This is an optimization exercise on Yosys and OpenROAD, whose aim is a short achievable clock period and few clock cycles, not a production implementation. Only simulation tests tie the RTL to the original design; equivalence was not proved. Power is estimated from default activity; no workload was simulated.

// fill_rect_top
module fill_rect_top #(
    parameter int ADDR_W     = 24,
    parameter int FIFO_DEPTH = 16
) (
    input  logic                clk,
    input  logic                rst_,
    input  logic                cmd_valid,
    input  logic [7:0]          cmd_data,
    output logic                cmd_ready,
    input  logic                cfg_wr,
    input  logic [1:0]          cfg_addr,
    input  logic [31:0]         cfg_wdata,
    output logic [31:0]         cfg_rdata,
    output logic                busy,
    output logic                pix_valid,
    input  logic                pix_ready,
    output logic [ADDR_W-1:0]   pix_addr,
    output fill_rect_pkg::rgb_t pix_rgb
);
clock: 6.5 ns
lec_check: 0
abc_clock_period_in_ps: 3000
cap_margin: 20
core_margin: 2
core_utilization: 40
setup_slack_margin: 3.4
slew_margin: 20
synth_hierarchical: 1
synth_minimum_keep_size: 0
standard.sh (not shown) runs the stock make flow with config.mk's settings and CLKGATE_MAP_FILE= SYNTH_SCRIPT=/design/flow/synth_recipe.tcl, a recipe that flattens the netlist after the stock synthesis.
==> flow/flow/run.sh <==
#!/bin/bash
# The standard layout (standard.sh), with two changes:
#  - before pin placement, flow/pins.tcl keeps the register read port's pins
#    (cfg_addr, cfg_rdata) together on one stretch of the left edge, so the
#    combinational read path stays short;
#  - after global placement, flow/ports.tcl turns the port buffers that
#    buffer_ports inserted (a delay-buffer cell by default) into plain
#    buffers; the later repair steps resize them as usual.
# Make's output goes to standard.log; each ORFS step keeps its own log under
# orfs/logs.
set -euo pipefail
export PRE_IO_PLACEMENT_TCL="$PWD/flow/pins.tcl"
export POST_GLOBAL_PLACE_TCL="$PWD/flow/ports.tcl"
bash standard.sh > standard.log 2>&1
==> flow/flow/pins.tcl <==
# Runs before place_pins: the read port's pins go on the middle of the left
# edge, next to each other.
set block [ord::get_db_block]
set dbu [$block getDbUnitsPerMicron]
set die [$block getDieArea]
set h [expr {double([$die yMax] - [$die yMin]) / $dbu}]
set lo [expr {round($h * 0.40)}]
set hi [expr {round($h * 0.60)}]
set names {}
foreach bterm [$block getBTerms] {
  set n [$bterm getName]
  if {[string match {cfg_addr*} $n] || [string match {cfg_rdata*} $n]} {
    lappend names $n
  }
}
puts "pins.tcl: [llength $names] pins on left:${lo}-${hi}"
set_io_pin_constraint -pin_names $names -region left:${lo}-${hi}
==> flow/flow/ports.tcl <==
# Runs after global placement. buffer_ports has given every input and output
# port a buffer; make each of them a plain buffer of the same function.
set n_swapped 0
foreach bterm [[ord::get_db_block] getBTerms] {
  set net [$bterm getNet]
  if {$net == "NULL"} { continue }
  foreach iterm [$net getITerms] {
    set inst [$iterm getInst]
    set name [$inst getName]
    if {![regexp {^(input|output)[0-9]+$} $name -> kind]} { continue }
    set master [[$inst getMaster] getName]
    if {![regexp {^sky130_fd_sc_hd__(clkdlybuf|dlygate|dlymetal|clkbuf|buf)} $master]} { continue }
    if {$kind eq "input"} {
      set want sky130_fd_sc_hd__buf_4
    } else {
      set want sky130_fd_sc_hd__buf_2
    }
    if {$master ne $want} {
      replace_cell $name $want
      incr n_swapped
    }
  }
}
puts "ports.tcl: made $n_swapped port buffers plain buffers"
estimate_parasitics -placement
Testbench counts at the start, summed over its fixed seeds: cycles 154,333.
==> next run, changes <==
--- a/flow/flow/pins.tcl
+++ b/flow/flow/pins.tcl
@@ -7,2 +7,2 @@
-set lo [expr {round($h * 0.40)}]
-set hi [expr {round($h * 0.60)}]
+set lo [expr {round($h * 0.45)}]
+set hi [expr {round($h * 0.55)}]
The new run failed in 3_2_place_iop, error PPL-0111.
Synthesized area does not change.
Synthesized cell count does not change.
==> next run, changes <==
==> flow/run.sh (new file) <==
#!/bin/bash
# synth_recipe.tcl (not shown) runs the flow's synth.tcl, then flattens the netlist and writes it again
# the make line also repeats each setting of config.mk as NAME=value (left out here)
make -C /OpenROAD-flow-scripts/flow DESIGN_CONFIG=/design/flow/config.mk WORK_HOME=/design/flow/orfs CLKGATE_MAP_FILE= SYNTH_SCRIPT=/design/flow/synth_recipe.tcl finish
removed: flow/flow/run.sh
removed: flow/flow/pins.tcl
removed: flow/flow/ports.tcl
removed: flow/standard.sh
Now the flow ran to the end with no violations.
Area after synthesis is unchanged.
Synthesized cell count stays the same.
==> next run, changes <==
==> flow/flow/run.sh (new file) <==
#!/bin/bash
# The standard layout (standard.sh), with two changes:
#  - before pin placement, flow/pins.tcl keeps the register read port's pins
#    (cfg_addr, cfg_rdata) together on one stretch of the left edge, so the
#    combinational read path stays short;
#  - after global placement, flow/ports.tcl turns the port buffers that
#    buffer_ports inserted (a delay-buffer cell by default) into plain
#    buffers; the later repair steps resize them as usual.
# Make's output goes to standard.log; each ORFS step keeps its own log under
# orfs/logs.
set -euo pipefail
export PRE_IO_PLACEMENT_TCL="$PWD/flow/pins.tcl"
export POST_GLOBAL_PLACE_TCL="$PWD/flow/ports.tcl"
bash standard.sh > standard.log 2>&1
==> flow/flow/pins.tcl (new file) <==
# Runs before place_pins: the read port's pins go on the middle of the left
# edge, next to each other.
set block [ord::get_db_block]
set dbu [$block getDbUnitsPerMicron]
set die [$block getDieArea]
set h [expr {double([$die yMax] - [$die yMin]) / $dbu}]
set lo [expr {round($h * 0.40)}]
set hi [expr {round($h * 0.60)}]
set names {}
foreach bterm [$block getBTerms] {
  set n [$bterm getName]
  if {[string match {cfg_addr*} $n] || [string match {cfg_rdata*} $n]} {
    lappend names $n
  }
}
puts "pins.tcl: [llength $names] pins on left:${lo}-${hi}"
set_io_pin_constraint -pin_names $names -region left:${lo}-${hi}
==> flow/flow/ports.tcl (new file) <==
# Runs after global placement. buffer_ports has given every input and output
# port a buffer; make each of them a plain buffer of the same function.
set n_swapped 0
foreach bterm [[ord::get_db_block] getBTerms] {
  set net [$bterm getNet]
  if {$net == "NULL"} { continue }
  foreach iterm [$net getITerms] {
    set inst [$iterm getInst]
    set name [$inst getName]
    if {![regexp {^(input|output)[0-9]+$} $name -> kind]} { continue }
    set master [[$inst getMaster] getName]
    if {![regexp {^sky130_fd_sc_hd__(clkdlybuf|dlygate|dlymetal|clkbuf|buf)} $master]} { continue }
    if {$kind eq "input"} {
      set want sky130_fd_sc_hd__buf_4
    } else {
      set want sky130_fd_sc_hd__buf_2
    }
    if {$master ne $want} {
      replace_cell $name $want
      incr n_swapped
    }
  }
}
puts "ports.tcl: made $n_swapped port buffers plain buffers"
estimate_parasitics -placement
==> flow/standard.sh (new file) <==
#!/bin/bash
# synth_recipe.tcl (not shown) runs the flow's synth.tcl, then flattens the netlist and writes it again
# the make line also repeats each setting of config.mk as NAME=value (left out here)
make -C /OpenROAD-flow-scripts/flow DESIGN_CONFIG=/design/flow/config.mk WORK_HOME=/design/flow/orfs CLKGATE_MAP_FILE= SYNTH_SCRIPT=/design/flow/synth_recipe.tcl "${@:-finish}"
Settings changed: SETUP_SLACK_MARGIN 3.4 to 3.6.
removed: flow/run.sh
The new run finished with timing, DRC and antenna clean.
Cell area falls by 0.79%.
Routed wire length goes up by 1.4%.
Area after synthesis stays the same.
First-iteration DRC count drops by 9.1%.
Maximum frequency goes up by 7.2%.
==> next run, changes <==
==> flow/flow/run.sh (replaced) <==
#!/bin/bash
# The standard layout (standard.sh), with one change: after global
# placement, flow/ports.tcl turns the port buffers that buffer_ports inserted
# (a delay-buffer cell by default) into plain buffers; the later repair steps
# resize them as usual. Make's output goes to standard.log; each ORFS step
# keeps its own log under orfs/logs.
set -euo pipefail
export POST_GLOBAL_PLACE_TCL="$PWD/flow/ports.tcl"
bash standard.sh > standard.log 2>&1
Settings changed: SETUP_SLACK_MARGIN 3.6 to 3.4.
removed: flow/flow/pins.tcl
Worst setup slack degrades by 130 ps. Combinational power falls by about 0.8%. Clock skew stays flat. Die area is unchanged. Critical path depth rises by 1. Final area falls by 0.68%. Total power falls by 1.1%. Non-clock buffer count falls by 3. Sequential power falls by about 0.4%.

==> afterwards: timing with drivers on the ports <==
The flow's constraints put no driver on any port. The routed layouts listed below were extracted and timed again, unchanged, in two steps.
Step 1 (the two cells are an assumption about what drives the block):
set clk [get_ports {clk}]
set_driving_cell -lib_cell sky130_fd_sc_hd__clkbuf_16 $clk
set_driving_cell -lib_cell sky130_fd_sc_hd__buf_2 [delete_from_list [all_inputs] $clk]
Step 2 times the ports against the registers' clock, not the clock port: input delays grow and output delays shrink by t, the midpoint of the rising clock arrivals with the driver on.
Three values: ideal, step 1, step 2; two values: the first two.
run	t, ns	setup slack, ns	clock arrival spread, ns	cell pins on the clock port's net
the first run	0.716	3.271 / 2.604 / 2.604	0.054 / 0.053	1
the third run	0.724	3.018 / 2.704 / 2.704	0.026 / 0.026	1
the fourth run	0.726	3.252 / 2.765 / 2.765	0.037 / 0.037	1
the fifth run	0.734	3.126 / 2.926 / 2.854	0.035 / 0.035	1
After both steps every run listed still meets setup and hold. For the first run, which loses most, drivers alone change the setup slack by -0.667 ns; drivers and shift together by -0.667 ns.
